From an optimization exercise on the open Yosys and OpenROAD flow, aimed at small area; shortcuts taken in it are not production practice.
In this exercise RTL edits were held to simulation tests only and were not proved equivalent to the original.
The flow treats the clock pin as an ideal source, which a real chip does not have.
Power is estimated from default activity; no workload was simulated.

== main ==
## rv_core_top
module rv_core_top (
    input  wire                clk,
    input  wire                reset,
    input  wire rv_pkg::word_t instr,
    input  wire                instr_req,
    output logic               instr_ack,
    output logic               wb_valid,
    output rv_pkg::reg_addr_t  wb_rd,
    output rv_pkg::word_t      wb_data
);
Size: ~2,400 cells after synthesis, roughly 74 I/O pins, ~41,000 sq um of cells after synthesis.
==> module alu_carry, before the edit <==
module alu_carry (
    input  wire [30:0] g,
    input  wire [30:0] p,
    input  wire        cin,
    output logic [31:0] c
);
    logic [31:0] gi;
    logic [31:0] pi;
    logic [7:0]  bg [0:5];
    logic [7:0]  bp [0:5];
    logic [7:0]  cb;
    always_comb begin
        gi = {1'b0, g};
        pi = {1'b0, p};
        gi[0] = g[0] | (p[0] & cin);
        for (int j = 0; j < 8; j++) begin
            bg[0][j] = gi[4*j+3] | (pi[4*j+3] & (gi[4*j+2] | (pi[4*j+2] & (gi[4*j+1] | (pi[4*j+1] & gi[4*j])))));
            bp[0][j] = pi[4*j+3] & pi[4*j+2] & pi[4*j+1] & pi[4*j];
        end
        for (int l = 1; l <= 3; l++) begin
            bg[l] = bg[l-1];
            bp[l] = bp[l-1];
            for (int j = 0; j < 8; j++) begin
                if (((j + 1) % (1 << l)) == 0) begin
                    bg[l][j] = bg[l-1][j] | (bp[l-1][j] & bg[l-1][j - (1 << (l-1))]);
                    bp[l][j] = bp[l-1][j] & bp[l-1][j - (1 << (l-1))];
                end
            end
        end
        for (int l = 2; l >= 1; l--) begin
            bg[6-l] = bg[5-l];
            bp[6-l] = bp[5-l];
            for (int j = 0; j < 8; j++) begin
                if (j >= (1 << l) && ((j + 1) % (1 << l)) == (1 << (l-1))) begin
                    bg[6-l][j] = bg[5-l][j] | (bp[5-l][j] & bg[5-l][j - (1 << (l-1))]);
                    bp[6-l][j] = bp[5-l][j] & bp[5-l][j - (1 << (l-1))];
                end
            end
        end
        cb = {bg[5][6:0], cin};
        for (int j = 0; j < 8; j++) begin
            c[4*j] = cb[j];
            for (int k = 0; k < 3; k++) begin
                if (j == 0 && k == 0) begin
                    c[1] = gi[0];
                end else begin
                    c[4*j+k+1] = gi[4*j+k] | (pi[4*j+k] & c[4*j+k]);
                end
            end
        end
    end
endmodule
export LEC_CHECK = 0
export CAP_MARGIN = 20
export CORE_MARGIN = 2
export CORE_UTILIZATION = 60
export CTS_BUF_LIST = sky130_fd_sc_hd__clkbuf_4 sky130_fd_sc_hd__clkbuf_8 sky130_fd_sc_hd__clkbuf_16
export CTS_CLUSTER_DIAMETER = 100
export CTS_CLUSTER_SIZE = 30
export PLACE_DENSITY = 0.75
export SETUP_SLACK_MARGIN = 0.05
export SLEW_MARGIN = 20
export SYNTH_HIERARCHICAL = 1
create_clock -name core_clock -period 8.0 [get_ports {clk}]
standard.sh (not shown) runs the stock make flow with config.mk's settings and CLKGATE_MAP_FILE= SYNTH_SCRIPT=/design/flow/synth_recipe.tcl, a recipe that flattens the netlist after the stock synthesis.
==> flow/flow/run.sh <==
#!/bin/bash
set -euo pipefail
cd "$(dirname "$0")/.."
export BUFFER_PORTS_ARGS="-buffer_cell sky130_fd_sc_hd__buf_1"
export CTS_ARGS="-sink_clustering_enable -repair_clock_nets -sink_clustering_size 30 -sink_clustering_max_diameter 100 -buf_list {sky130_fd_sc_hd__clkbuf_4 sky130_fd_sc_hd__clkbuf_8 sky130_fd_sc_hd__clkbuf_16} -dont_use_dummy_load"
bash standard.sh > standard.log 2>&1
The inputs of the feature branch differ from those of main as listed below.
--- a/flow/design.v
+++ b/flow/design.v
@@ -92,50 +92,33 @@
     input  wire        cin,
     output logic [31:0] c
 );
-    logic [31:0] gi;
-    logic [31:0] pi;
-    logic [7:0]  bg [0:5];
-    logic [7:0]  bp [0:5];
-    logic [7:0]  cb;
+    logic [31:0] gg [0:9];
+    logic [31:0] pp [0:9];
     always_comb begin
-        gi = {1'b0, g};
-        pi = {1'b0, p};
-        gi[0] = g[0] | (p[0] & cin);
-        for (int j = 0; j < 8; j++) begin
-            bg[0][j] = gi[4*j+3] | (pi[4*j+3] & (gi[4*j+2] | (pi[4*j+2] & (gi[4*j+1] | (pi[4*j+1] & gi[4*j])))));
-            bp[0][j] = pi[4*j+3] & pi[4*j+2] & pi[4*j+1] & pi[4*j];
-        end
-        for (int l = 1; l <= 3; l++) begin
-            bg[l] = bg[l-1];
-            bp[l] = bp[l-1];
-            for (int j = 0; j < 8; j++) begin
-                if (((j + 1) % (1 << l)) == 0) begin
-                    bg[l][j] = bg[l-1][j] | (bp[l-1][j] & bg[l-1][j - (1 << (l-1))]);
-                    bp[l][j] = bp[l-1][j] & bp[l-1][j - (1 << (l-1))];
-                end
-            end
-        end
-        for (int l = 2; l >= 1; l--) begin
-            bg[6-l] = bg[5-l];
-            bp[6-l] = bp[5-l];
-            for (int j = 0; j < 8; j++) begin
-                if (j >= (1 << l) && ((j + 1) % (1 << l)) == (1 << (l-1))) begin
-                    bg[6-l][j] = bg[5-l][j] | (bp[5-l][j] & bg[5-l][j - (1 << (l-1))]);
-                    bp[6-l][j] = bp[5-l][j] & bp[5-l][j - (1 << (l-1))];
+        gg[0] = {1'b0, g};
+        pp[0] = {1'b0, p};
+        gg[0][0] = g[0] | (p[0] & cin);
+        for (int l = 1; l <= 5; l++) begin
+            gg[l] = gg[l-1];
+            pp[l] = pp[l-1];
+            for (int i = 0; i < 32; i++) begin
+                if (((i + 1) % (1 << l)) == 0) begin
+                    gg[l][i] = gg[l-1][i] | (pp[l-1][i] & gg[l-1][i - (1 << (l-1))]);
+                    pp[l][i] = pp[l-1][i] & pp[l-1][i - (1 << (l-1))];
                 end
             end
         end
-        cb = {bg[5][6:0], cin};
-        for (int j = 0; j < 8; j++) begin
-            c[4*j] = cb[j];
-            for (int k = 0; k < 3; k++) begin
-                if (j == 0 && k == 0) begin
-                    c[1] = gi[0];
-                end else begin
-                    c[4*j+k+1] = gi[4*j+k] | (pi[4*j+k] & c[4*j+k]);
+        for (int l = 4; l >= 1; l--) begin
+            gg[10-l] = gg[9-l];
+            pp[10-l] = pp[9-l];
+            for (int i = 0; i < 32; i++) begin
+                if (i >= (1 << l) && ((i + 1) % (1 << l)) == (1 << (l-1))) begin
+                    gg[10-l][i] = gg[9-l][i] | (pp[9-l][i] & gg[9-l][i - (1 << (l-1))]);
+                    pp[10-l][i] = pp[9-l][i] & pp[9-l][i - (1 << (l-1))];
                 end
             end
         end
+        c = {gg[9][30:0], cin};
     end
 endmodule
 module alu_ctrl (
--- outcome ---
- NOTE: total routed wire length on the met1 layer in the feature branch exceeds that of main
- The faster design of the two is main; the feature branch tops out lower.
- Sort the feature branch and main by switching power as a share of total power desc -> top: the feature branch
- Compared to main, the feature branch has post-synth net total about 0.6% higher.
- main → the feature branch: worst setup margin now sits lower, average wire per cell in the routed design now sits higher, overall routing resource usage now sits higher.
- Between the feature branch and main, total power is lower for main, the feature branch comes in above that.
- When the feature branch is measured against main, its shortest clock period the worst path allows after layout turns out 0.16 ns higher.
- Summary of the feature branch over main: via count rose 662; die height about even; clock tree skew after final layout rose 0.063 ns; met1 usage rose 2.4 points.
- Synthesized cell count is lower on main

[static timing again, ports no longer ideal]
No port has a modelled driver above. Below, the same layouts with a new extraction and two added sets of constraints.
Step 1 sets driving cells, clkbuf_16 on the clock port and buf_2 on the other inputs (assumed; they add their load-dependent delay and slew).
Step 2 also shifts input and output timing later by t, the mid clock arrival at the registers, as if the neighbouring blocks saw the same clock.
a / b / c = ideal ports / drivers / drivers and shift; a / b = the first two.
| run | shift t [ns] | setup WS [ns] | worst setup path at the end |
|---|---|---|---|
| main | 0.673 | 0.444 / 0.378 / 1.051 | register to output |
| the feature branch | 0.649 | 0.279 / 0.210 / 0.859 | register to output |
After both steps every run listed still meets setup and hold.
